From an optimization exercise on the open Yosys and OpenROAD flow, aimed at small area; shortcuts taken in it are not production practice.
Function was checked by simulation only, so behaviour that the tests miss may differ from the original.

`flow/flow/run.sh`:
```
#!/bin/bash
# The standard layout with changes that only affect mapping and buffering:
#  - abc maps for area without its own fanout buffering and upsizing
#    (flow/abc_area.script replaces ORFS's abc_area.script; every other
#    ORFS script is used as it is),
#  - port buffers are the smallest buffer cell,
#  - any buffers from synthesis are removed at floorplan; repair_design and
#    repair_timing add what slew, capacitance and timing need.
set -euo pipefail
here=$(pwd)
mkdir -p "$here/scripts"
for f in "$FLOW_HOME"/scripts/*; do
  ln -sf "$f" "$here/scripts/"
done
rm -f "$here/scripts/abc_area.script"
cp "$here/flow/abc_area.script" "$here/scripts/abc_area.script"
export SCRIPTS_DIR="$here/scripts"
export BUFFER_PORTS_ARGS="-buffer_cell sky130_fd_sc_hd__buf_1"
export REMOVE_ABC_BUFFERS=1
bash standard.sh > standard_flow.log 2>&1
```
`flow/flow/abc_area.script`:
```
strash
dch
map -a
topo
stime -c
dnsize -c
```
`flow/standard.sh`:
```
#!/bin/bash
# synth_recipe.tcl (not shown) runs the flow's synth.tcl, then flattens the netlist and writes it again
# the make line also repeats each setting of config.mk as NAME=value (left out here)
make -C /OpenROAD-flow-scripts/flow DESIGN_CONFIG=/design/flow/config.mk WORK_HOME=/design/flow/orfs CLKGATE_MAP_FILE= SYNTH_SCRIPT=/design/flow/synth_recipe.tcl "${@:-finish}"
```
`flow/config.mk`:
```
export PLATFORM = sky130hd
export DESIGN_NAME = div_top
export DESIGN_NICKNAME = div_top
export VERILOG_FILES = /design/flow/design.v
export SDC_FILE = /design/flow/constraint.sdc
export NUM_CORES = 4
export LEC_CHECK = 0
export ABC_AREA = 1
export CAP_MARGIN = 20
export CORE_MARGIN = 2
export CORE_UTILIZATION = 55
export CTS_BUF_LIST = sky130_fd_sc_hd__clkbuf_4 sky130_fd_sc_hd__clkbuf_8
export GPL_TIMING_DRIVEN = 0
export SLEW_MARGIN = 20
```
`flow/constraint.sdc`:
```
create_clock -name core_clock -period 16.0 [get_ports {i_clk}]
set_input_delay 3.2000 -clock core_clock [delete_from_list [all_inputs] [get_ports {i_clk}]]
set_output_delay 3.2000 -clock core_clock [all_outputs]
set_load 0.01 [all_outputs]
```
`flow/design.v`:
```
`timescale 1ns/100ps
package div_pkg;
endpackage
`timescale 1ns/100ps
`default_nettype none
module div_top (
    input  wire        i_clk,
    input  wire        i_rst,
    input  wire        en,
    input  wire [15:0] a,
    input  wire [15:0] b,
    output logic       done,
    output logic [15:0] result
);
    function automatic logic [26:0] add27(input logic [26:0] p, input logic [26:0] q, input logic ci);
        logic c;
        logic cz;
        logic pre;
        logic [26:0] h;
        c = ci;
        for (int j = 0; j < 9; j++) begin
            add27[j] = p[j] ^ q[j] ^ c;
            c = (p[j] & q[j]) | (c & (p[j] ^ q[j]));
        end
        cz = 1'b0;
        for (int j = 9; j < 18; j++) begin
            h[j] = p[j] ^ q[j] ^ cz;
            cz = (p[j] & q[j]) | (cz & (p[j] ^ q[j]));
        end
        pre = 1'b1;
        for (int j = 9; j < 18; j++) begin
            add27[j] = h[j] ^ (c & pre);
            pre = pre & h[j];
        end
        c = cz | (c & pre);
        cz = 1'b0;
        for (int j = 18; j < 27; j++) begin
            h[j] = p[j] ^ q[j] ^ cz;
            cz = (p[j] & q[j]) | (cz & (p[j] ^ q[j]));
        end
        pre = 1'b1;
        for (int j = 18; j < 27; j++) begin
            add27[j] = h[j] ^ (c & pre);
            pre = pre & h[j];
        end
        c = cz | (c & pre);
    endfunction
    function automatic logic [53:0] csa27(input logic [26:0] p, input logic [26:0] q, input logic [26:0] r, input logic ci);
        logic [26:0] s;
        logic [26:0] c;
        s = p ^ q ^ r;
        c = {((p[25:0] & q[25:0]) | (p[25:0] & r[25:0]) | (q[25:0] & r[25:0])), ci};
        csa27 = {c, s};
    endfunction
    logic [1:0]  phase;
    logic [26:0] x;
    logic [7:0]  bh;
    logic        bq;
    always_ff @(posedge i_clk or posedge i_rst) begin
        if (i_rst) phase <= 2'd0;
        else if (en) phase <= phase + 2'd1;
    end
    assign done = (phase == 2'd3);
    wire den_ph = (phase == 2'd1);
    logic [3:0] lead;
    always_comb begin
        lead = 4'd14;
        for (int i = 0; i < 16; i++) if (b[i]) lead = 4'(i);
    end
    wire [3:0]  nsh = ~lead;
    wire [26:0] nrm = {{4{a[15]}}, a, 7'b0} << nsh;
    wire [15:0] bn  = b << nsh;
    wire [3:0] cidx = bh[7:4];
    wire [3:0] fq   = bh[3:0];
    wire [26:0] src = den_ph ? {4'b0, 1'b1, bh, x[6:0], 7'b0}
                             : {x[26:7], (done ? x[6:0] : 7'b0)};
    wire signed [26:0] srcs = src;
    wire [5:0] key = done ? {1'b1, bq, fq} : {2'b00, cidx};
    logic [9:0] s0_sel;
    logic s0_neg;
    logic [7:0] s1_sel;
    logic s1_neg;
    logic [9:0] s2_sel;
    logic s2_neg;
    logic [7:0] s3_sel;
    logic s3_neg;
    always_comb begin
        s0_sel = '0; s0_neg = 1'b0;
        s1_sel = '0; s1_neg = 1'b0;
        s2_sel = '0; s2_neg = 1'b0;
        s3_sel = '0; s3_neg = 1'b0;
        case (key)
            6'd1: begin s0_sel[3] = 1'b1; s0_neg = 1'b1; s1_sel[3] = 1'b1; s1_neg = 1'b1; s3_sel[1] = 1'b1; s3_neg = 1'b1; end
            6'd2: begin s0_sel[2] = 1'b1; s0_neg = 1'b1; s1_sel[5] = 1'b1; s1_neg = 1'b1; s2_sel[6] = 1'b1; s2_neg = 1'b1; end
            6'd3: begin s0_sel[1] = 1'b1; s0_neg = 1'b1; s1_sel[1] = 1'b1; s2_sel[3] = 1'b1; end
            6'd4: begin s0_sel[1] = 1'b1; s0_neg = 1'b1; s2_sel[1] = 1'b1; end
            6'd5: begin s0_sel[1] = 1'b1; s0_neg = 1'b1; s1_sel[5] = 1'b1; s1_neg = 1'b1; s2_sel[7] = 1'b1; end
            6'd6: begin s0_sel[1] = 1'b1; s0_neg = 1'b1; s1_sel[2] = 1'b1; s1_neg = 1'b1; s3_sel[1] = 1'b1; s3_neg = 1'b1; end
            6'd7: begin s0_sel[0] = 1'b1; s0_neg = 1'b1; s1_sel[0] = 1'b1; s2_sel[0] = 1'b1; s3_sel[1] = 1'b1; s3_neg = 1'b1; end
            6'd8: begin s0_sel[0] = 1'b1; s0_neg = 1'b1; s1_sel[0] = 1'b1; s2_sel[1] = 1'b1; end
            6'd9: begin s0_sel[0] = 1'b1; s0_neg = 1'b1; s1_sel[0] = 1'b1; s2_sel[7] = 1'b1; end
            6'd10: begin s0_sel[0] = 1'b1; s0_neg = 1'b1; s1_sel[0] = 1'b1; s2_sel[2] = 1'b1; s2_neg = 1'b1; end
            6'd11: begin s0_sel[0] = 1'b1; s0_neg = 1'b1; s1_sel[4] = 1'b1; s2_sel[0] = 1'b1; end
            6'd12: begin s0_sel[0] = 1'b1; s0_neg = 1'b1; s1_sel[1] = 1'b1; end
            6'd13: begin s0_sel[0] = 1'b1; s0_neg = 1'b1; s1_sel[1] = 1'b1; s2_sel[2] = 1'b1; s2_neg = 1'b1; s3_sel[1] = 1'b1; s3_neg = 1'b1; end
            6'd14: begin s0_sel[0] = 1'b1; s0_neg = 1'b1; s1_sel[5] = 1'b1; s1_neg = 1'b1; s2_sel[1] = 1'b1; end
            6'd15: begin s0_sel[0] = 1'b1; s0_neg = 1'b1; s1_sel[3] = 1'b1; s1_neg = 1'b1; s2_sel[1] = 1'b1; s3_sel[1] = 1'b1; s3_neg = 1'b1; end
            6'd33: begin s0_sel[6] = 1'b1; s0_neg = 1'b1; end
            6'd34: begin s0_sel[5] = 1'b1; s0_neg = 1'b1; s2_sel[9] = 1'b1; end
            6'd35: begin s0_sel[5] = 1'b1; s0_neg = 1'b1; s1_sel[5] = 1'b1; s1_neg = 1'b1; s3_sel[5] = 1'b1; end
            6'd36: begin s1_sel[2] = 1'b1; s1_neg = 1'b1; s2_sel[8] = 1'b1; end
            6'd37: begin s0_sel[7] = 1'b1; s0_neg = 1'b1; s1_sel[2] = 1'b1; s1_neg = 1'b1; s2_sel[6] = 1'b1; s2_neg = 1'b1; s3_sel[4] = 1'b1; s3_neg = 1'b1; end
            6'd38: begin s0_sel[5] = 1'b1; s0_neg = 1'b1; s1_sel[2] = 1'b1; s1_neg = 1'b1; s2_sel[7] = 1'b1; s3_sel[7] = 1'b1; end
            6'd39: begin s0_sel[7] = 1'b1; s0_neg = 1'b1; s1_sel[2] = 1'b1; s1_neg = 1'b1; s2_sel[2] = 1'b1; s2_neg = 1'b1; s3_sel[3] = 1'b1; s3_neg = 1'b1; end
            6'd40: begin s0_sel[3] = 1'b1; s0_neg = 1'b1; s1_sel[7] = 1'b1; s1_neg = 1'b1; s2_sel[5] = 1'b1; end
            6'd41: begin s0_sel[3] = 1'b1; s0_neg = 1'b1; s1_sel[7] = 1'b1; s1_neg = 1'b1; s2_sel[6] = 1'b1; s2_neg = 1'b1; s3_sel[3] = 1'b1; s3_neg = 1'b1; end
            6'd42: begin s0_sel[3] = 1'b1; s0_neg = 1'b1; s1_sel[7] = 1'b1; s1_neg = 1'b1; s2_sel[6] = 1'b1; s2_neg = 1'b1; s3_sel[1] = 1'b1; s3_neg = 1'b1; end
            6'd43: begin s0_sel[3] = 1'b1; s0_neg = 1'b1; s1_sel[3] = 1'b1; s1_neg = 1'b1; s3_sel[3] = 1'b1; s3_neg = 1'b1; end
            6'd44: begin s0_sel[3] = 1'b1; s0_neg = 1'b1; s1_sel[3] = 1'b1; s1_neg = 1'b1; s2_sel[9] = 1'b1; s3_sel[1] = 1'b1; s3_neg = 1'b1; end
            6'd45: begin s0_sel[3] = 1'b1; s0_neg = 1'b1; s1_sel[2] = 1'b1; s1_neg = 1'b1; s2_sel[8] = 1'b1; s3_sel[5] = 1'b1; end
            6'd46: begin s0_sel[3] = 1'b1; s0_neg = 1'b1; s1_sel[2] = 1'b1; s1_neg = 1'b1; s2_sel[4] = 1'b1; s2_neg = 1'b1; s3_sel[3] = 1'b1; s3_neg = 1'b1; end
            6'd47: begin s0_sel[2] = 1'b1; s0_neg = 1'b1; s1_sel[4] = 1'b1; s2_sel[5] = 1'b1; s3_sel[5] = 1'b1; end
            6'd49: begin s3_sel[2] = 1'b1; end
            6'd50: begin s0_sel[9] = 1'b1; s1_sel[4] = 1'b1; end
            6'd51: begin s1_sel[4] = 1'b1; s2_sel[3] = 1'b1; s3_sel[5] = 1'b1; end
            6'd52: begin s0_sel[4] = 1'b1; s2_sel[8] = 1'b1; end
            6'd53: begin s0_sel[4] = 1'b1; s1_sel[6] = 1'b1; s2_sel[8] = 1'b1; s3_sel[2] = 1'b1; end
            6'd54: begin s0_sel[4] = 1'b1; s1_sel[4] = 1'b1; s2_sel[7] = 1'b1; s3_sel[6] = 1'b1; end
            6'd55: begin s0_sel[7] = 1'b1; s0_neg = 1'b1; s1_sel[7] = 1'b1; s1_neg = 1'b1; s2_sel[0] = 1'b1; s3_sel[4] = 1'b1; s3_neg = 1'b1; end
            6'd56: begin s0_sel[9] = 1'b1; s1_sel[1] = 1'b1; s2_sel[5] = 1'b1; end
            6'd57: begin s0_sel[8] = 1'b1; s0_neg = 1'b1; s1_sel[4] = 1'b1; s2_sel[0] = 1'b1; s3_sel[4] = 1'b1; s3_neg = 1'b1; end
            6'd58: begin s0_sel[6] = 1'b1; s0_neg = 1'b1; s1_sel[1] = 1'b1; s2_sel[1] = 1'b1; s3_sel[3] = 1'b1; s3_neg = 1'b1; end
            6'd59: begin s0_sel[4] = 1'b1; s1_sel[1] = 1'b1; s2_sel[9] = 1'b1; end
            6'd60: begin s0_sel[4] = 1'b1; s1_sel[1] = 1'b1; s2_sel[7] = 1'b1; s3_sel[2] = 1'b1; end
            6'd61: begin s0_sel[6] = 1'b1; s0_neg = 1'b1; s1_sel[7] = 1'b1; s1_neg = 1'b1; s2_sel[4] = 1'b1; s2_neg = 1'b1; s3_sel[0] = 1'b1; end
            6'd62: begin s1_sel[7] = 1'b1; s1_neg = 1'b1; s2_sel[6] = 1'b1; s2_neg = 1'b1; s3_sel[0] = 1'b1; end
            6'd63: begin s2_sel[3] = 1'b1; s3_sel[0] = 1'b1; end
            default: ;
        endcase
    end
    logic [26:0] t0;
    always_comb begin
        t0 = '0;
        if (s0_sel[0]) t0 = t0 | ~(27'(srcs >>> 1));
        if (s0_sel[1]) t0 = t0 | ~(27'(srcs >>> 2));
        if (s0_sel[2]) t0 = t0 | ~(27'(srcs >>> 3));
        if (s0_sel[3]) t0 = t0 | ~(27'(srcs >>> 4));
        if (s0_sel[4]) t0 = t0 | (27'(srcs >>> 5));
        if (s0_sel[5]) t0 = t0 | ~(27'(srcs >>> 6));
        if (s0_sel[6]) t0 = t0 | ~(27'(srcs >>> 7));
        if (s0_sel[7]) t0 = t0 | ~(27'(srcs >>> 8));
        if (s0_sel[8]) t0 = t0 | ~(27'(srcs >>> 9));
        if (s0_sel[9]) t0 = t0 | (27'(srcs >>> 12));
    end
    logic [26:0] t1;
    always_comb begin
        t1 = '0;
        if (s1_sel[0]) t1 = t1 | (27'(srcs >>> 3));
        if (s1_sel[1]) t1 = t1 | (27'(srcs >>> 4));
        if (s1_sel[2]) t1 = t1 | ~(27'(srcs >>> 5));
        if (s1_sel[3]) t1 = t1 | ~(27'(srcs >>> 6));
        if (s1_sel[4]) t1 = t1 | (27'(srcs >>> 6));
        if (s1_sel[5]) t1 = t1 | ~(27'(srcs >>> 7));
        if (s1_sel[6]) t1 = t1 | (27'(srcs >>> 11));
        if (s1_sel[7]) t1 = t1 | ~(27'(srcs >>> 12));
    end
    logic [26:0] t2;
    always_comb begin
        t2 = '0;
        if (s2_sel[0]) t2 = t2 | (27'(srcs >>> 4));
        if (s2_sel[1]) t2 = t2 | (27'(srcs >>> 5));
        if (s2_sel[2]) t2 = t2 | ~(27'(srcs >>> 6));
        if (s2_sel[3]) t2 = t2 | (27'(srcs >>> 7));
        if (s2_sel[4]) t2 = t2 | ~(27'(srcs >>> 8));
        if (s2_sel[5]) t2 = t2 | (27'(srcs >>> 8));
        if (s2_sel[6]) t2 = t2 | ~(27'(srcs >>> 9));
        if (s2_sel[7]) t2 = t2 | (27'(srcs >>> 9));
        if (s2_sel[8]) t2 = t2 | (27'(srcs >>> 10));
        if (s2_sel[9]) t2 = t2 | (27'(srcs >>> 12));
    end
    logic [26:0] t3;
    always_comb begin
        t3 = '0;
        if (s3_sel[0]) t3 = t3 | (27'(srcs >>> 3));
        if (s3_sel[1]) t3 = t3 | ~(27'(srcs >>> 7));
        if (s3_sel[2]) t3 = t3 | (27'(srcs >>> 7));
        if (s3_sel[3]) t3 = t3 | ~(27'(srcs >>> 10));
        if (s3_sel[4]) t3 = t3 | ~(27'(srcs >>> 11));
        if (s3_sel[5]) t3 = t3 | (27'(srcs >>> 11));
        if (s3_sel[6]) t3 = t3 | (27'(srcs >>> 12));
        if (s3_sel[7]) t3 = t3 | (27'(srcs >>> 13));
    end
    wire [53:0] c1 = csa27(src, t0, t1, s0_neg);
    wire [53:0] c2 = csa27(c1[26:0], c1[53:27], t2, s1_neg);
    wire [53:0] c3 = csa27(c2[26:0], c2[53:27], t3, s2_neg);
    wire [26:0] y  = add27(c3[26:0], c3[53:27], s3_neg);
    wire       dbl  = ~y[22];
    wire [4:0] dhi  = dbl ? ~y[18:14] : y[18:14];
    wire       dinc = dbl & (y[13:0] == 14'd0);
    wire [4:0] drn  = dhi + 5'(dinc) + 5'd1;
    wire [3:0] fidx = drn[4:1];
    always_ff @(posedge i_clk) begin
        if (en) begin
            case (phase)
                2'd0: begin
                    x  <= {nrm[26:7], bn[6:0]};
                    bh <= bn[14:7];
                end
                2'd1: begin
                    bh[3:0] <= fidx;
                    bq      <= dbl;
                end
                2'd2: x <= y;
                default: ;
            endcase
        end
    end
    assign result = y[23:8];
endmodule
`default_nettype wire
```
==> parameters.txt, run 1 <==
Parameter                              Value

Synth
  Syn_area_per_cell ... 7.103 um2
  Synth Register Bits ... 38
  Count of yosys warnings during synthesis ... 1
  Synth Instances ... 1389
  Post-synth cell types ... 37
  Cell Area, Synth ... 9866 um2
  Number of enable-type register cells in the synthesized netlist ... 36
  Async SR Flop Fraction ... 5.263%
  Share of the yosys chip area belonging to registers ... 11.46%
  Synth Flop Type ... edfxtp_1

Finish
  Filler instances ... 1615
  Post-synthesis to final-layout area growth ... 11.98%
  Number of nets in the layout ... 1624
  Antenna Diode Count ... 0
  Final standard cell count with taps included and fillers excluded ... 1698
  Core occupancy in the finished layout ... 63.43%
  Layout cells sized above 1 ... 5.974%

Status
  Result of the run ... finished clean

Clocking
  Number of levels in the clock H-tree ... 2
  CTS tree ... yes
  Clock tree buffer depth ... 2
  Total number of clock tree sinks ... 38
  Clock latency on the worst-skew pair ... 300 ps
  Master cell of the clock root buffer ... clkbuf_8
  Clock-pin slew on the worst setup and hold paths ... 80 ps
  Number of buffers inserted by hold repair at cts ... 0
  CTS Buf Count ... 5

Detailed routing
  Met1 layer wirelength in the final routing ... 15380 um
  Routed wire length on met3 ... 7114 um
  Highest Signal Layer ... met4
  Number of iterations in the first detailed-routing pass ... 8
  Routed wirelength normalized by instance count ... 25.13 um
  Detail Route Antenna Nets ... 0
  Detailed-routed wire length on met2 ... 16870 um
  Drt via density ... 7.452
  DR iter-0 viols ... 2605
  Total number of vias ... 12654
  Total DRC errors in the routed layout ... 0
  Post-Route WL ... 42670 um

Timing
  Final critical delay including setup and external delays ... 15320 ps
  Aggregate negative setup slack ... 0 ps
  Clock Skews ... 6.464 ps
  Final setup violation count ... 0
  Headroom to the max-slew limit ... 16.79%
  Measured slew at the worst slew-check pin ... 1235 ps
  Max frequency ... 65.25 MHz
  Final Cycle Share ... 95.78%
  Number of hold-slack violations in the final timing report ... 0
  RSZ-0062 raised after global routing ... false
  Minimum setup slack in the final design ... 675.0 ps
  Max-slew violation total from the final report ... 0

GRT
  Via count of the first global-routing pass ... 11321
  Wire length of the first global-routing pass ... 65270 um
  Largest net degree at the start of global routing ... 41
  Number of antenna violations at the first check in global routing ... 0
  GRT Residual Overflow ... 0
  Overall routing resource usage ... 45.35%

Placed design
  RePlAce Congestion ... 0.9714
  DP Worst Slack ... -363.4 ps
  HPWL Detailed ... 30700 um
  Number of cells in the design after placement ... 1689
  PortBufs ... 51

Floorplan
  Die Span X ... 137.9 um
  Die H ... 137.9 um
  Effective utilization at floorplan ... 56.65%
  Top-level port count ... 52
  Full die area ... 19020 um2
  Cell row count ... 48
  Core Box Area ... 17420 um2

Worst setup path
  Kind of capture point of the worst setup path ... output pin
  Cell class contributing the biggest share of worst-path delay ... adder cells
  Cell with the largest stage delay on the worst path ... o21ai_1
  Most used cell along the critical path ... fa_1
  Largest incremental delay on the critical path ... 620 ps
  Maximum fanout along the worst path ... 23
  Kind of critical path ... reg -> out
  Crit path required time ... 12800 ps
  Number of buffers and inverters on the critical path ... 10
  Critical path arrival ... 12120 ps
  CP Launch Type ... flip-flop

Min path
  Min-Delay Path Class ... reg -> reg

Flow run
  Total of max-cap violations ... 0
registers in the layout, summed over array words and instances, names as in the netlist:
register	flops
x	27
bh	8
bq	1
phase	2
timing repair:
action / 4_1_cts / 5_1_grt
setup endpoints to repair: 3 / 7
gates resized for setup: 5 / 21
pin swaps: 0 / 0
setup buffers: 0 / 1
final timing paths:
| check | to | depth (start not counted) | slack [ps] | start |
|---|---|---|---|---|
| worst min register to register | phase[0] | 1 | 600 | phase[0] |
| min in group asynchronous | phase[0] | 2 | 2700 | i_rst |
| worst max-delay path | result[14] | 43 | 680 | phase[0] |
| worst max register to register | bh[3] | 49 | 3030 | phase[0] |
| worst min-delay path | phase[0] | 1 | 600 | phase[0] |
| max in group asynchronous | phase[1] | 2 | 13210 | i_rst |
worst reg2reg max path, delay by kind of cell (launching register included):
family / cells / cell delay [ps]
and+or+nand+nor: 16 / 3270
DFF: 1 / 460
adders and majority gates: 14 / 5380
AOI/OAI and AO/OA: 10 / 2080
buffers and inverters: 9 / 1550
placed cells by master (no fill, tap or decap), drive strengths merged, types with 5 or more instances in the layout:
cell type and count:
mux2i 5, nor3 23, o211ai 9, a31oi 9
o221ai 65, edfxtp 36, xnor2 6, a22oi 25
o2111ai 27, ha 15, nand3 36, clkbuf 5
fa 102, a211oi 7, clkinvlp 6, a21oi 147
nand2 189, o22ai 112, buf 76, nor2 150
clkinv 186, a221oi 61, o21ai 128, nor4 7
xor2 12, nand4 6
synth_stat cells (all sizes together), types with 2 or more instances:
master / count / share of area [%]
edfxtp: 36 / 11
o211ai: 9 / 0.68
clkinv: 191 / 7.3
nand2: 189 / 7.2
nand4: 6 / 0.38
fa: 102 / 21
a221oi: 61 / 5.4
nor2: 150 / 5.7
o31ai: 3 / 0.23
nand3: 36 / 1.8
a2111oi: 2 / 0.18
nor4: 7 / 0.44
a211oi: 7 / 0.53
o221ai: 65 / 5.8
o2111ai: 27 / 2.4
or2: 3 / 0.19
a22oi: 25 / 1.9
nor3: 23 / 1.2
xnor2: 6 / 0.53
xor2: 12 / 1.1
o21ai: 128 / 6.5
a31oi: 9 / 0.57
o22ai: 112 / 7.1
dfrtp: 2 / 0.51
a21oi: 147 / 7.5
ha: 15 / 1.9
mux2i: 5 / 0.51
a32oi: 2 / 0.18
routing by layer:
| metal | global-route usage [%] | vias up |
|---|---|---|
| li1 | - | 5430 |
| met1 | 60.04 | 5792 |
| met2 | 62.60 | 1156 |
| met3 | 17.65 | 276 |
| met4 | 26.25 | 0 |
| met5 | 0.2778 | - |
cells by family after synthesis:
| kind of cell | share of synthesized area (%) |
|---|---|
| buffers and inverters | 7.267 |
| DFF | 11.46 |
| adders and majority gates | 22.60 |
| and+or+nand+nor | 17.03 |
| AOI/OAI and AO/OA | 39.53 |
| xor gates and xnor gates | 1.598 |
| muxes | 0.5073 |
per-stage QoR:
stage	hold slack, ps	cell area [um2]
floorplan	497.7	9866
global placement	527.1	10340
detailed placement	537.4	10810
CTS	557.3	10960
global route	642.4	11050
finish	597.1	11050
area by class of cell:
class | count | area, um2 | share of cell area (%)
inverters | 191 | 740.7 | 6.704
repair buffers | 76 | 498.0 | 4.507
flip-flops and latches | 38 | 1131 | 10.24
clock inverters | 3 | 68.82 | 0.6229
clock buffers | 5 | 68.82 | 0.6229
multi-input cells | 1160 | 8259 | 74.76
well taps | 225 | 281.5 | 2.548
==> inputs of run 2 (changes only) <==
--- a/flow/config.mk
+++ b/flow/config.mk
@@ -6,9 +6,9 @@
 export NUM_CORES = 4
 export LEC_CHECK = 0
 export ABC_AREA = 1
-export CAP_MARGIN = 20
+export CAP_MARGIN = 5
 export CORE_MARGIN = 2
 export CORE_UTILIZATION = 55
 export CTS_BUF_LIST = sky130_fd_sc_hd__clkbuf_4 sky130_fd_sc_hd__clkbuf_8
 export GPL_TIMING_DRIVEN = 0
-export SLEW_MARGIN = 20
+export SLEW_MARGIN = 5
==> run 2 against run 1 <==
Compared with the run above:
- sequential share of layout area is essentially flat
- synthesized cell count did not move
- fmax down 1.2%
- die area stayed put
- clock skew up 1.0 ps
- area after synthesis unchanged
- still clean
- core utilization fell by 0.25 points
- first-iteration DRC count shrank 12%
==> parameters.txt, run 2 <==
Parameter                              Value

Detailed routing
  Routed wirelength normalized by instance count ... 25.12 um
  Total DRC errors in the routed layout ... 0
  Number of iterations in the first detailed-routing pass ... 9
  Post-Route WL ... 42780 um
  DR iter-0 viols ... 2297
  Detail Route Antenna Nets ... 0
  Total number of vias ... 12622
  Drt via density ... 7.412

Min path
  Min-Delay Path Class ... reg -> reg

Clocking
  Master cell of the clock root buffer ... clkbuf_8
  CTS Buf Count ... 5
  Total number of clock tree sinks ... 38
  Clock tree buffer depth ... 2
  CTS tree ... yes
  Number of levels in the clock H-tree ... 2
  Clock-pin slew on the worst setup and hold paths ... 80 ps
  Clock latency on the worst-skew pair ... 300 ps
  Number of buffers inserted by hold repair at cts ... 0

Synth
  Cell Area, Synth ... 9866 um2
  Library cell with the highest instance count after synthesis ... clkinv_1
  Async SR Flop Fraction ... 5.263%
  Count of yosys warnings during synthesis ... 1
  Synth Flop Type ... edfxtp_1
  Share of Yosys cell area claimed by the top area cell type ... 20.70%
  Syn_area_per_cell ... 7.103 um2
  Synth Register Bits ... 38
  Share of the yosys chip area belonging to registers ... 11.46%
  Synth Instances ... 1389
  Top cells by area, synth ... fa_1 21%, edfxtp_1 11%, a21oi_1 7.5%, clkinv_1 7.3%, nand2_1 7.2%
  Largest area contributor in the netlist ... fa_1
  Number of enable-type register cells in the synthesized netlist ... 36
  Ranking of synthesized cells by instance count ... 191 x clkinv_1, 189 x nand2_1, 150 x nor2_1
  Post-synth cell types ... 37

GRT
  Overall routing resource usage ... 45.68%
  Via count of the first global-routing pass ... 11538
  Number of antenna violations at the first check in global routing ... 0
  Largest net degree at the start of global routing ... 51
  GRT Residual Overflow ... 0
  Wire length of the first global-routing pass ... 66050 um

Status
  Result of the run ... finished clean

Timing
  Clock Skews ... 7.463 ps
  Headroom to the max-slew limit ... 3.952%
  Final setup violation count ... 0
  Max-slew violation total from the final report ... 0
  Measured slew at the worst slew-check pin ... 1441 ps
  RSZ-0062 raised after global routing ... false
  Aggregate negative setup slack ... 0 ps
  Final Cycle Share ... 96.94%
  Final critical delay including setup and external delays ... 15510 ps
  Max frequency ... 64.47 MHz
  Number of hold-slack violations in the final timing report ... 0

Floorplan
  Top-level port count ... 52
  Die Span X ... 137.9 um
  Die H ... 137.9 um
  Core Box Area ... 17420 um2
  Full die area ... 19020 um2
  Cell row count ... 48
  Effective utilization at floorplan ... 56.65%

Finish
  Largest registers ranked by flip-flop count ... x (27), bh (8), phase (2)
  Core occupancy in the finished layout ... 63.18%
  Most used cells in the layout excluding fill and tap cells ... 186 x nand2_1, 182 x clkinv_1, 140 x nor2_1
  Number of nets in the layout ... 1629
  Largest Register ... x
  Layout cells sized above 1 ... 6.157%
  Number of flip-flops under the largest register name ... 27
  Commonest non-fill, non-tap cell in the layout ... nand2_1
  Antenna Diode Count ... 0
  Post-synthesis to final-layout area growth ... 11.54%
  Filler instances ... 1676

Flow run
  Total of max-cap violations ... 0

Worst setup path
  Kind of critical path ... reg -> out
  CP Launch Type ... flip-flop
  Kind of capture point of the worst setup path ... output pin
  Largest incremental delay on the critical path ... 1010 ps
  Critical path arrival ... 12310 ps
  Maximum fanout along the worst path ... 23
  Cell with the largest stage delay on the worst path ... nor2_1
  Crit path required time ... 12800 ps
  Most used cell along the critical path ... fa_1

Placed design
  RePlAce Congestion ... 0.9714
  HPWL Detailed ... 30580 um
  PortBufs ... 51
-- run 2: cell counts after synthesis --
No cell type changed its count.
-- run 2: cell type report --
cell class | count | area, um2 | area share, %
repair buffers | 81 | 539.3 | 4.901
inverters | 191 | 745.7 | 6.777
multi-input cells | 1160 | 8222 | 74.71
clock inverters | 3 | 16.27 | 0.1478
well taps | 225 | 281.5 | 2.558
flip-flops and latches | 38 | 1131 | 10.28
clock buffers | 5 | 68.82 | 0.6254
-- run 2: cell families after synthesis --
| kind of cell | after synthesis | synth area share (%) |
|---|---|---|
| AOI/OAI and AO/OA | 604 | 39.53 |
| muxes | 5 | 0.5073 |
| buffers and inverters | 191 | 7.267 |
| and+or+nand+nor | 416 | 17.03 |
| xor gates and xnor gates | 18 | 1.598 |
| adders and majority gates | 117 | 22.60 |
| DFF | 38 | 11.46 |
-- run 2: per-stage QoR --
stage | instance area [um2] | std cells | worst slack [ps] | hold slack (ps)
after floorplan | 9866 | 1389 | 1775 | 497.7
after global placement | 10340 | 1665 | -1039 | 527.1
after detailed placement | 10760 | 1688 | -895.7 | 533.0
after CTS | 10860 | 1696 | 3.116 | 551.8
after global routing | 11000 | 1703 | 14.21 | 597.3
final | 11000 | 1703 | 489.9 | 543.5
-- run 2: metal layers --
metal | share of wire [%] | global-route usage (%)
met1 | 36 | 59.28
met2 | 41 | 63.48
met3 | 16 | 18.75
met4 | 7.5 | 26.42
met5 | 0.13 | 2.500
-- run 2: path summary, 6_finish.rpt --
kind	start	slack [ps]	cells past startpoint	endpoint
min in group asynchronous	i_rst	2710	2	phase[0]
worst max register to register	phase[0]	2780	39	bh[3]
max in group asynchronous	i_rst	13200	2	phase[1]
worst min register to register	phase[0]	540	1	phase[0]
worst min-delay path	phase[0]	540	1	phase[0]
worst max-delay path	phase[0]	490	33	result[14]
-- run 2: repair_timing --
item                                    4_1_cts  5_1_grt
buffers inserted                              0        7
pin swaps                                     0        1
resized for setup                             7       24
gates cloned                                  0        0
endpoints found under the setup margin        9        9
-- run 2: worst max-delay path: cells and delay by family (launching register included) --
kind	cells	cell delay, ps
AOI/OAI and AO/OA	6	1140
buffers and inverters	6	1820
and+or+nand+nor	8	2500
adders and majority gates	13	6110
DFF	1	420
==> inputs of run 3 (changes only) <==
--- a/flow/config.mk
+++ b/flow/config.mk
@@ -11,4 +11,5 @@
 export CORE_UTILIZATION = 55
 export CTS_BUF_LIST = sky130_fd_sc_hd__clkbuf_4 sky130_fd_sc_hd__clkbuf_8
 export GPL_TIMING_DRIVEN = 0
+export PLACE_DENSITY = 0.75
 export SLEW_MARGIN = 5
==> run 3 against run 2 <==
Compared with the run above:
- clock-buffer cell count is the same
- design area increased by 0.11%
- highest routed layer is now met4
- register-to-register slack improved by 300 ps
- core utilization is 0.072 points higher
- critical path type unchanged
- global-route usage is 1.9 points lower
- clock skew about the same
- fmax grew 1.8%
- via count up 0.55%
==> parameters.txt, run 3 <==
Parameter                              Value

Status
  Result of the run ... finished clean

Timing
  RSZ-0062 raised after global routing ... false
  Final Cycle Share ... 95.18%
  Final setup violation count ... 0
  Max-slew violation total from the final report ... 0
  Clock Skews ... 7.234 ps
  Number of hold-slack violations in the final timing report ... 0
  Max frequency ... 65.67 MHz
  Minimum setup slack in the final design ... 771.3 ps
  Headroom to the max-slew limit ... 18.77%
  Measured slew at the worst slew-check pin ... 1214 ps
  Final critical delay including setup and external delays ... 15230 ps

Floorplan
  Die H ... 137.9 um
  Full die area ... 19020 um2
  Cell row count ... 48
  Effective utilization at floorplan ... 56.65%
  Core Box Area ... 17420 um2
  Top-level port count ... 52
  Die Span X ... 137.9 um

Worst setup path
  Kind of critical path ... reg -> out
  Setup slack on the worst flop-to-flop path ... 3080 ps
  Cell with the largest stage delay on the worst path ... nor2_1
  Crit path required time ... 12800 ps
  Critical path arrival ... 12030 ps
  Kind of capture point of the worst setup path ... output pin
  Most used cell along the critical path ... fa_1
  Depth of the worst register-to-register path ... 50
  Maximum fanout along the worst path ... 23
  CP Launch Type ... flip-flop
  Largest incremental delay on the critical path ... 610 ps

Clocking
  Clock tree buffer depth ... 2
  Total number of clock tree sinks ... 38
  Number of levels in the clock H-tree ... 2
  CTS Buf Count ... 5
  Clock-pin slew on the worst setup and hold paths ... 80 ps
  CTS tree ... yes
  Master cell of the clock root buffer ... clkbuf_8
  Clock latency on the worst-skew pair ... 310 ps
  Number of buffers inserted by hold repair at cts ... 0

Min path
  Hold path depth ... 1
  Min-Delay Path Class ... reg -> reg

Synth
  Share of the yosys chip area belonging to registers ... 11.46%
  Async SR Flop Fraction ... 5.263%
  Synth Flop Type ... edfxtp_1
  Post-synth cell types ... 37
  Largest area contributor in the netlist ... fa_1
  Top cells by area, synth ... fa_1 21%, edfxtp_1 11%, a21oi_1 7.5%, clkinv_1 7.3%, nand2_1 7.2%
  Count of yosys warnings during synthesis ... 1
  Ranking of synthesized cells by instance count ... 191 x clkinv_1, 189 x nand2_1, 150 x nor2_1
  Library cell with the highest instance count after synthesis ... clkinv_1
  Cell Area, Synth ... 9866 um2
  Number of enable-type register cells in the synthesized netlist ... 36
  Share of Yosys cell area claimed by the top area cell type ... 20.70%
  Syn_area_per_cell ... 7.103 um2
  Synth Register Bits ... 38
  Synth Instances ... 1389

Detailed routing
  Detail Route Antenna Nets ... 0
  Routed wirelength normalized by instance count ... 24.23 um
  Detailed-routed wire length on met2 ... 16890 um
  Total DRC errors in the routed layout ... 0
  Total number of vias ... 12692
  Routed wire length on met3 ... 6535 um
  Met1 layer wirelength in the final routing ... 14930 um
  Drt via density ... 7.470
  DR iter-0 viols ... 2552
  Highest Signal Layer ... met4
  Number of iterations in the first detailed-routing pass ... 9
  Post-Route WL ... 41160 um

GRT
  GRT Residual Overflow ... 0
  Largest net degree at the start of global routing ... 50
  Overall routing resource usage ... 43.79%
  Via count of the first global-routing pass ... 11275
  Wire length of the first global-routing pass ... 64200 um
  Number of antenna violations at the first check in global routing ... 0

Finish
  Number of nets in the layout ... 1625
  Antenna Diode Count ... 0
  Number of flip-flops under the largest register name ... 27
  Core occupancy in the finished layout ... 63.25%
  Largest registers ranked by flip-flop count ... x (27), bh (8), phase (2)
  Commonest non-fill, non-tap cell in the layout ... nand2_1
  Largest Register ... x
  Post-synthesis to final-layout area growth ... 11.67%
  Area of all placed cells without fillers ... 11020 um2
  Layout cells sized above 1 ... 5.767%
  Filler instances ... 1699
  Most used cells in the layout excluding fill and tap cells ... 188 x nand2_1, 184 x clkinv_1, 139 x nor2_1

Placed design
  DP Worst Slack ... -983.0 ps
  RePlAce Congestion ... 0.9870
  Placed Instance Area ... 10730 um2
  PortBufs ... 51
  HPWL Detailed ... 29930 um

Flow run
  Total of max-cap violations ... 0
run 3: what timing repair did:
item / in CTS / in global routing
resized for setup: 7 / 23
setup endpoints to repair: 9 / 7
buffers inserted: 0 / 2
run 3: per-stage QoR:
stage / TNS (ps) / instances / hold WS [ps]
2_1_floorplan: 0 / 1389 / 497.7
3_3_place_gp: -1462 / 1665 / 529.5
3_5_place_dp: -2463 / 1688 / 538.3
4_1_cts: 0 / 1696 / 553.0
5_1_grt: 0 / 1699 / 631.6
6_report: 0 / 1699 / 592.5
run 3: worst paths after layout:
check	start	to
worst max-delay path	phase[0]	result[14]
worst min-delay path	phase[0]	phase[0]
worst max register to register	phase[0]	bh[3]
worst min register to register	phase[0]	phase[0]
max in group asynchronous	i_rst	phase[0]
min in group asynchronous	i_rst	phase[0]
run 3: worst max-delay path: cells and delay by family (launching register included):
kind	cells	cell delay, ps
buffers and inverters	11	2120
flip-flops	1	470
adder cells (fa/ha/maj)	13	5220
AO/OA/AOI/OAI	5	700
AND/OR/NAND/NOR	13	3190
run 3: layout make-up:
| cell class | count | area [um2] | share of cell area [%] |
|---|---|---|---|
| Clock buffer | 5 | 68.82 | 0.6246 |
| Timing Repair Buffer | 77 | 501.7 | 4.554 |
| Tap cell | 225 | 281.5 | 2.555 |
| Multi-Input combinational cell | 1160 | 8224 | 74.65 |
| Sequential cell | 38 | 1131 | 10.27 |
| Clock inverter | 3 | 68.82 | 0.6246 |
| Inverter | 191 | 740.7 | 6.723 |
run 3: kinds of logic after synthesis:
logic type	count (synthesis)	share of synthesized area, %
AOI/OAI and AO/OA	604	39.53
buffers and inverters	191	7.267
muxes	5	0.5073
DFF	38	11.46
and+or+nand+nor	416	17.03
adders and majority gates	117	22.60
xor gates and xnor gates	18	1.598
run 3: per-layer routing:
layer,vias to the layer above,GRT usage [%]
met5,-,0
met4,0,19.22
met3,301,17.80
met2,1206,62.29
met1,5741,58.50
li1,5444,-
==> inputs of run 4 (changes only) <==
--- a/flow/config.mk
+++ b/flow/config.mk
@@ -6,10 +6,9 @@
 export NUM_CORES = 4
 export LEC_CHECK = 0
 export ABC_AREA = 1
-export CAP_MARGIN = 5
+export CAP_MARGIN = 0
 export CORE_MARGIN = 2
 export CORE_UTILIZATION = 55
 export CTS_BUF_LIST = sky130_fd_sc_hd__clkbuf_4 sky130_fd_sc_hd__clkbuf_8
 export GPL_TIMING_DRIVEN = 0
-export PLACE_DENSITY = 0.75
-export SLEW_MARGIN = 5
+export SLEW_MARGIN = 0
==> run 4 against run 3 <==
Compared with the run above:
- now fails the layout checks on capacitance limit, slew limit
- worst setup slack lost 130 ps
- core utilization is essentially flat
- synthesized cell count is the same
- register-to-register slack lost 110 ps
==> parameters.txt, run 4 <==
Parameter                              Value

Finish
  Filler instances ... 1690
  Commonest non-fill, non-tap cell in the layout ... nand2_1
  Final standard cell count with taps included and fillers excluded ... 1696
  Number of nets in the layout ... 1621
  Largest Register ... x
  Area taken by multi-input logic gates ... 8223 um2
  Layout cells sized above 1 ... 5.782%
  Post-synthesis to final-layout area growth ... 11.60%
  Largest registers ranked by flip-flop count ... x (27), bh (8), phase (2)
  Most used cells in the layout excluding fill and tap cells ... 186 x nand2_1, 182 x clkinv_1, 137 x nor2_1
  Flip-flop and latch area ... 1131 um2
  Number of flip-flops under the largest register name ... 27
  Area of all placed cells without fillers ... 11010 um2

Worst setup path
  Cell with the largest stage delay on the worst path ... ha_2
  Depth of the worst register-to-register path ... 53
  Setup slack on the worst flop-to-flop path ... 2970 ps
  Critical path arrival ... 12160 ps
  Kind of critical path ... reg -> out
  Maximum fanout along the worst path ... 23
  Worst R2R End ... bh[3]
  Kind of capture point of the worst setup path ... output pin
  Crit path required time ... 12800 ps
  Origin of the critical flop-to-flop path ... phase[0]
  CP Launch Type ... flip-flop
  Source of the critical timing path ... phase[0]
  Most used cell along the critical path ... fa_1
  Largest incremental delay on the critical path ... 550 ps

Timing
  Measured slew at the worst slew-check pin ... 1574 ps
  Number of hold-slack violations in the final timing report ... 0
  Max frequency ... 65.09 MHz
  Final setup violation count ... 0
  Final critical delay including setup and external delays ... 15360 ps
  Aggregate negative setup slack ... 0 ps
  RSZ-0062 raised after global routing ... false
  Headroom to the max-slew limit ... -5.312%
  Final Cycle Share ... 96.02%
  Worst hold margin ... 547.1 ps
  Max-slew violation total from the final report ... 16
  Clock Skews ... 12.37 ps

Floorplan
  Core Box Area ... 17420 um2
  Cell row count ... 48
  Die Span X ... 137.9 um
  Effective utilization at floorplan ... 56.65%
  Die H ... 137.9 um
  Top-level port count ... 52
  Full die area ... 19020 um2

Clocking
  CTS tree ... yes
  Clock tree buffer depth ... 2
  Number of buffers inserted by hold repair at cts ... 0
  Number of levels in the clock H-tree ... 2
  Clock latency on the worst-skew pair ... 300 ps
  CTS Buf Count ... 5
  Master cell of the clock root buffer ... clkbuf_8
  Clock-pin slew on the worst setup and hold paths ... 80 ps
  Total number of clock tree sinks ... 38

Synth
  Top cells by area, synth ... fa_1 21%, edfxtp_1 11%, a21oi_1 7.5%, clkinv_1 7.3%, nand2_1 7.2%
  Synth Instances ... 1389
  Synth Flop Type ... edfxtp_1
  Share of Yosys cell area claimed by the top area cell type ... 20.70%
  Share of the yosys chip area belonging to registers ... 11.46%
  Cell Area, Synth ... 9866 um2
  Number of enable-type register cells in the synthesized netlist ... 36
  Count of yosys warnings during synthesis ... 1
  Ranking of synthesized cells by instance count ... 191 x clkinv_1, 189 x nand2_1, 150 x nor2_1
  Synth Register Bits ... 38
  Library cell with the highest instance count after synthesis ... clkinv_1
  Largest area contributor in the netlist ... fa_1
  Async SR Flop Fraction ... 5.263%
  Post-synth cell types ... 37
  Syn_area_per_cell ... 7.103 um2

Placed design
  Number of cells in the design after placement ... 1685
  HPWL Detailed ... 30550 um
  Placed Instance Area ... 10730 um2
  PortBufs ... 51
  RePlAce Congestion ... 0.9714

Detailed routing
  Detail Route Antenna Nets ... 0
  Post-Route WL ... 43160 um
  Number of iterations in the first detailed-routing pass ... 9
  Total DRC errors in the routed layout ... 0
  Routed wirelength normalized by instance count ... 25.45 um
  Drt via density ... 7.439
  DR iter-0 viols ... 2287
  Total number of vias ... 12616

GRT
  Number of antenna violations at the first check in global routing ... 0
  Overall routing resource usage ... 45.26%
  GRT Residual Overflow ... 0
  Wire length of the first global-routing pass ... 65290 um
  Via count of the first global-routing pass ... 11422
  Largest net degree at the start of global routing ... 54

Min path
  Hold path startpoint ... phase[0]
  Min-Delay Path Class ... reg -> reg
  Worst min-delay path endpoint ... phase[0]
  Hold path depth ... 1

Status
  Layout Check Fail Reasons ... capacitance limit, slew limit
  Result of the run ... complete, but fails checks

Flow run
  Total of max-cap violations ... 1
run 4: cell counts after synthesis:
Identical to the previous run, type by type.
run 4: cells by family after synthesis:
| group | Yosys count | synth area share (%) |
|---|---|---|
| mux | 5 | 0.5073 |
| fa+ha+maj | 117 | 22.60 |
| simple gates | 416 | 17.03 |
| xor+xnor | 18 | 1.598 |
| compound gates | 604 | 39.53 |
| buf+inv | 191 | 7.267 |
| flops | 38 | 11.46 |
run 4: timing repair:
action / 4_1_cts / 5_1_grt
pin swaps: 0 / 1
gates resized for setup: 9 / 25
cloned: 0 / 0
buffers inserted: 0 / 2
endpoints found under the setup margin: 9 / 7
run 4: worst max path at each step:
stage | end | slack [ps] | cells after the start
floorplan | result[14] | 1780 | 45
global placement | result[14] | -1040 | 46
detailed placement | result[14] | -1000 | 43
CTS | result[14] | 30 | 44
global route | result[14] | 10 | 44
finish | result[14] | 640 | 45
run 4: worst max-delay path, delay by kind of cell, from the launching register on:
| family | cells | cell delay (ps) |
|---|---|---|
| fa+ha+maj | 13 | 5390 |
| simple gates | 15 | 2700 |
| buf+inv | 12 | 2160 |
| compound gates | 5 | 1160 |
| flops | 1 | 430 |
run 4: area by class of cell:
type | instances | area share (%)
tap | 225 | 2.557
clock buffer | 5 | 0.6250
timing repair buffer | 73 | 4.420
sequential | 38 | 10.27
antenna | 1 | 0.02273
multi-input combinational | 1160 | 74.68
inverter | 191 | 6.795
clock inverter | 3 | 0.6250
run 4: metal layers:
layer | wire (um) | GRT usage [%] | up-vias
li1 | - | - | 5427
met1 | 15560 | 59.30 | 5754
met2 | 17490 | 63.61 | 1167
met3 | 6943 | 16.59 | 268
met4 | 3158 | 26.87 | 0
met5 | 0 | 0 | -
run 4: metrics by stage:
step | worst slack, ps | util [%]
final | 637.5 | 63.22
after global routing | 11.30 | 63.20
after CTS | 32.39 | 62.49
after detailed placement | -995.3 | 61.61
after global placement | -1039 | 59.36
after floorplan | 1775 | -
==> inputs of run 5 (changes only) <==
--- a/flow/flow/run.sh
+++ b/flow/flow/run.sh
@@ -4,7 +4,7 @@
 #    (flow/abc_area.script replaces ORFS's abc_area.script; every other
 #    ORFS script is used as it is),
 #  - port buffers are the smallest buffer cell,
-#  - any buffers from synthesis are removed at floorplan; repair_design and
+#  - abc buffers high fanout nets itself; repair_design and
 #    repair_timing add what slew, capacitance and timing need.
 set -euo pipefail
 here=$(pwd)
@@ -16,5 +16,5 @@
 cp "$here/flow/abc_area.script" "$here/scripts/abc_area.script"
 export SCRIPTS_DIR="$here/scripts"
 export BUFFER_PORTS_ARGS="-buffer_cell sky130_fd_sc_hd__buf_1"
-export REMOVE_ABC_BUFFERS=1
+export REMOVE_ABC_BUFFERS=0
 bash standard.sh > standard_flow.log 2>&1
==> flow/flow/abc_area.script (replaced) <==
strash
dch
map -a
topo
stime -c
buffer -c
dnsize -c
--- a/flow/config.mk
+++ b/flow/config.mk
@@ -6,9 +6,9 @@
 export NUM_CORES = 4
 export LEC_CHECK = 0
 export ABC_AREA = 1
-export CAP_MARGIN = 0
+export CAP_MARGIN = 20
 export CORE_MARGIN = 2
-export CORE_UTILIZATION = 55
+export CORE_UTILIZATION = 50
 export CTS_BUF_LIST = sky130_fd_sc_hd__clkbuf_4 sky130_fd_sc_hd__clkbuf_8
 export GPL_TIMING_DRIVEN = 0
-export SLEW_MARGIN = 0
+export SLEW_MARGIN = 20
==> run 5 against run 4 <==
Compared with the run above:
- the run now finishes clean
- via count rose by 9.6%
- hold slack improved by 9.5 ps
- core utilization fell by 8.2 points
- global-route usage rose by 4.3 points
- register-to-register slack got worse by 90 ps
- wire length rose by 27%
- critical endpoint unchanged
- highest routed layer is now met5
==> parameters.txt, run 5 <==
Parameter                              Value

Detailed routing
  Detail Route Antenna Nets ... 0
  Drt via density ... 7.492
  Routed wirelength normalized by instance count ... 29.66 um
  Post-Route WL ... 54720 um
  DR iter-0 viols ... 2542
  Total number of vias ... 13823
  Total DRC errors in the routed layout ... 0
  Number of iterations in the first detailed-routing pass ... 11

Placed design
  Placed Instance Area ... 10950 um2
  RePlAce Congestion ... 1.086
  PortBufs ... 51
  HPWL Detailed ... 41920 um

Synth
  Ranking of synthesized cells by instance count ... 189 x nand2_1, 175 x inv_1, 150 x nor2_1
  Number of enable-type register cells in the synthesized netlist ... 36
  Library cell with the highest instance count after synthesis ... nand2_1
  Synth Instances ... 1513
  Largest area contributor in the netlist ... fa_1
  Async SR Flop Fraction ... 5.263%
  Synth Flop Type ... edfxtp_1
  Share of Yosys cell area claimed by the top area cell type ... 19.76%
  Synth Register Bits ... 38
  Post-synth cell types ... 43
  Count of yosys warnings during synthesis ... 1
  Share of the yosys chip area belonging to registers ... 10.94%
  Cell Area, Synth ... 10340 um2
  Syn_area_per_cell ... 6.832 um2
  Top cells by area, synth ... fa_1 20%, edfxtp_1 10%, a21oi_1 7.1%, nand2_1 6.9%, o22ai_1 6.8%

Timing
  Max-slew violation total from the final report ... 0
  Final setup violation count ... 0
  RSZ-0062 raised after global routing ... false
  Max frequency ... 64.99 MHz
  Final Cycle Share ... 96.16%
  Aggregate negative setup slack ... 0 ps
  Clock Skews ... 8.419 ps
  Worst hold margin ... 556.6 ps
  Headroom to the max-slew limit ... 14.37%
  Number of hold-slack violations in the final timing report ... 0
  Measured slew at the worst slew-check pin ... 1271 ps
  Final critical delay including setup and external delays ... 15390 ps

Finish
  Layout cells sized above 1 ... 2.097%
  Largest Register ... x
  Largest registers ranked by flip-flop count ... x (27), bh (8), phase (2)
  Commonest non-fill, non-tap cell in the layout ... nand2_1
  Number of flip-flops under the largest register name ... 27
  Post-synthesis to final-layout area growth ... 7.711%
  Area of all placed cells without fillers ... 11130 um2
  Number of nets in the layout ... 1725
  Most used cells in the layout excluding fill and tap cells ... 189 x nand2_1, 175 x inv_1, 145 x nor2_1

Worst setup path
  Source of the critical timing path ... phase[0]
  Cell with the largest stage delay on the worst path ... fa_1
  Origin of the critical flop-to-flop path ... phase[0]
  Largest incremental delay on the critical path ... 580 ps
  Crit path required time ... 12800 ps
  Setup slack on the worst flop-to-flop path ... 2880 ps
  Critical path arrival ... 12190 ps
  Kind of capture point of the worst setup path ... output pin
  Most used cell along the critical path ... fa_1
  Kind of critical path ... reg -> out
  Worst R2R End ... bh[3]
  CP Launch Type ... flip-flop
  Depth of the worst register-to-register path ... 53
  Maximum fanout along the worst path ... 10

GRT
  Largest net degree at the start of global routing ... 24
  Via count of the first global-routing pass ... 13238
  Wire length of the first global-routing pass ... 81270 um
  GRT Residual Overflow ... 0
  Number of antenna violations at the first check in global routing ... 0
  Overall routing resource usage ... 49.57%

Floorplan
  Die Span X ... 147.8 um
  Core Box Area ... 20230 um2
  Effective utilization at floorplan ... 51.08%
  Die H ... 147.8 um
  Full die area ... 21840 um2
  Top-level port count ... 52
  Cell row count ... 52

Clocking
  Clock-pin slew on the worst setup and hold paths ... 90 ps
  Number of buffers inserted by hold repair at cts ... 0
  Count of buffers added by post-CTS timing repair for setup ... 0
  Number of levels in the clock H-tree ... 2
  Master cell of the clock root buffer ... clkbuf_8
  Clock latency on the worst-skew pair ... 300 ps
  Clock tree buffer depth ... 2
  CTS Buf Count ... 5
  Total number of clock tree sinks ... 38
  CTS tree ... yes

Min path
  Hold path startpoint ... phase[0]
  Hold path depth ... 1
  Worst min-delay path endpoint ... phase[0]
  Min-Delay Path Class ... reg -> reg

Status
  Result of the run ... finished clean

Flow run
  Total of max-cap violations ... 0
[run 5: cell type report]
class / instances / area (um2)
diodes: 1 / 2.502
plain buffers: 124 / 471.7
clock buffers: 5 / 68.82
clock inverters: 3 / 68.82
fillers: 1989 / 9101
inverters: 191 / 716.9
multi-input cells: 1160 / 8109
flip-flops and latches: 38 / 1131
well taps: 270 / 337.8
repair buffers: 53 / 226.5
[run 5: repair_timing]
item                                    in CTS  in global routing
resized for setup                            1                 11
endpoints found under the hold margin        0                  0
endpoints found under the setup margin       1                  2
[run 5: worst max path at each step]
stage | end | depth (start not counted)
floorplan | result[14] | 47
detailed placement | result[14] | 48
CTS | result[14] | 45
finish | result[14] | 45
global placement | result[14] | 45
global route | result[14] | 45
[run 5: metrics by stage]
stage                     worst slack (ps)  cells  util [%]
final                                613.9   1845     55.02
after global routing                 6.354   1844     55.01
after CTS                            186.0   1844     54.79
after detailed placement             318.0   1836     54.10
after global placement               152.4   1834     53.70
after floorplan                       2939   1513         -
[run 5: critical path: cells and delay by family, from the launching register on]
kind	cells	cell delay, ps
fa+ha+maj	13	5210
simple gates	14	3050
buf+inv	13	2430
compound gates	5	720
flops	1	440
[run 5: logic make-up (layout without fill, tap and decap cells)]
kind of cell	count (synthesis)	after routing	synth area share (%)
AOI/OAI and AO/OA	604	604	37.73
and+or+nand+nor	416	416	16.26
buffers and inverters	315	376	11.49
adders and majority gates	117	117	21.57
DFF	38	38	10.94
xor gates and xnor gates	18	18	1.525
muxes	5	5	0.4842
other	0	1	0
[run 5: per-layer routing]
layer,GRT usage [%],routed length (um)
met1,61.49,18310
met3,20.93,9739
met2,71.91,21970
met5,0,23
met4,29.42,4674

[static timing again, ports no longer ideal]
In the flow no input, the clock included, has a driving cell. The finished layouts below were timed again as built, in two steps. Step 1 assumes that a clkbuf_16 drives the clock port and a buf_2 every other input. Step 2 also shifts input and output timing later by t, the mid clock arrival at the registers, as if the neighbouring blocks saw the same clock. Three values: no drivers, after step 1, after step 2; two values: the first two.
| run | shift t [ns] | setup WS [ns] | latest minus earliest clock arrival (ns) | worst slew at a driven data input, ns |
|---|---|---|---|---|
| run 1 | 0.325 | 0.675 / 0.647 / 0.971 | 0.006 / 0.007 | 0.03 |
| run 2 | 0.327 | 0.490 / 0.456 / 0.782 | 0.007 / 0.007 | 0.03 |
| run 3 | 0.330 | 0.771 / 0.746 / 1.076 | 0.008 / 0.007 | 0.03 |
| run 4 | 0.331 | 0.637 / 0.604 / 0.935 | 0.012 / 0.012 | 0.03 |
| run 5 | 0.328 | 0.614 / 0.584 / 0.912 | 0.008 / 0.009 | 0.03 |
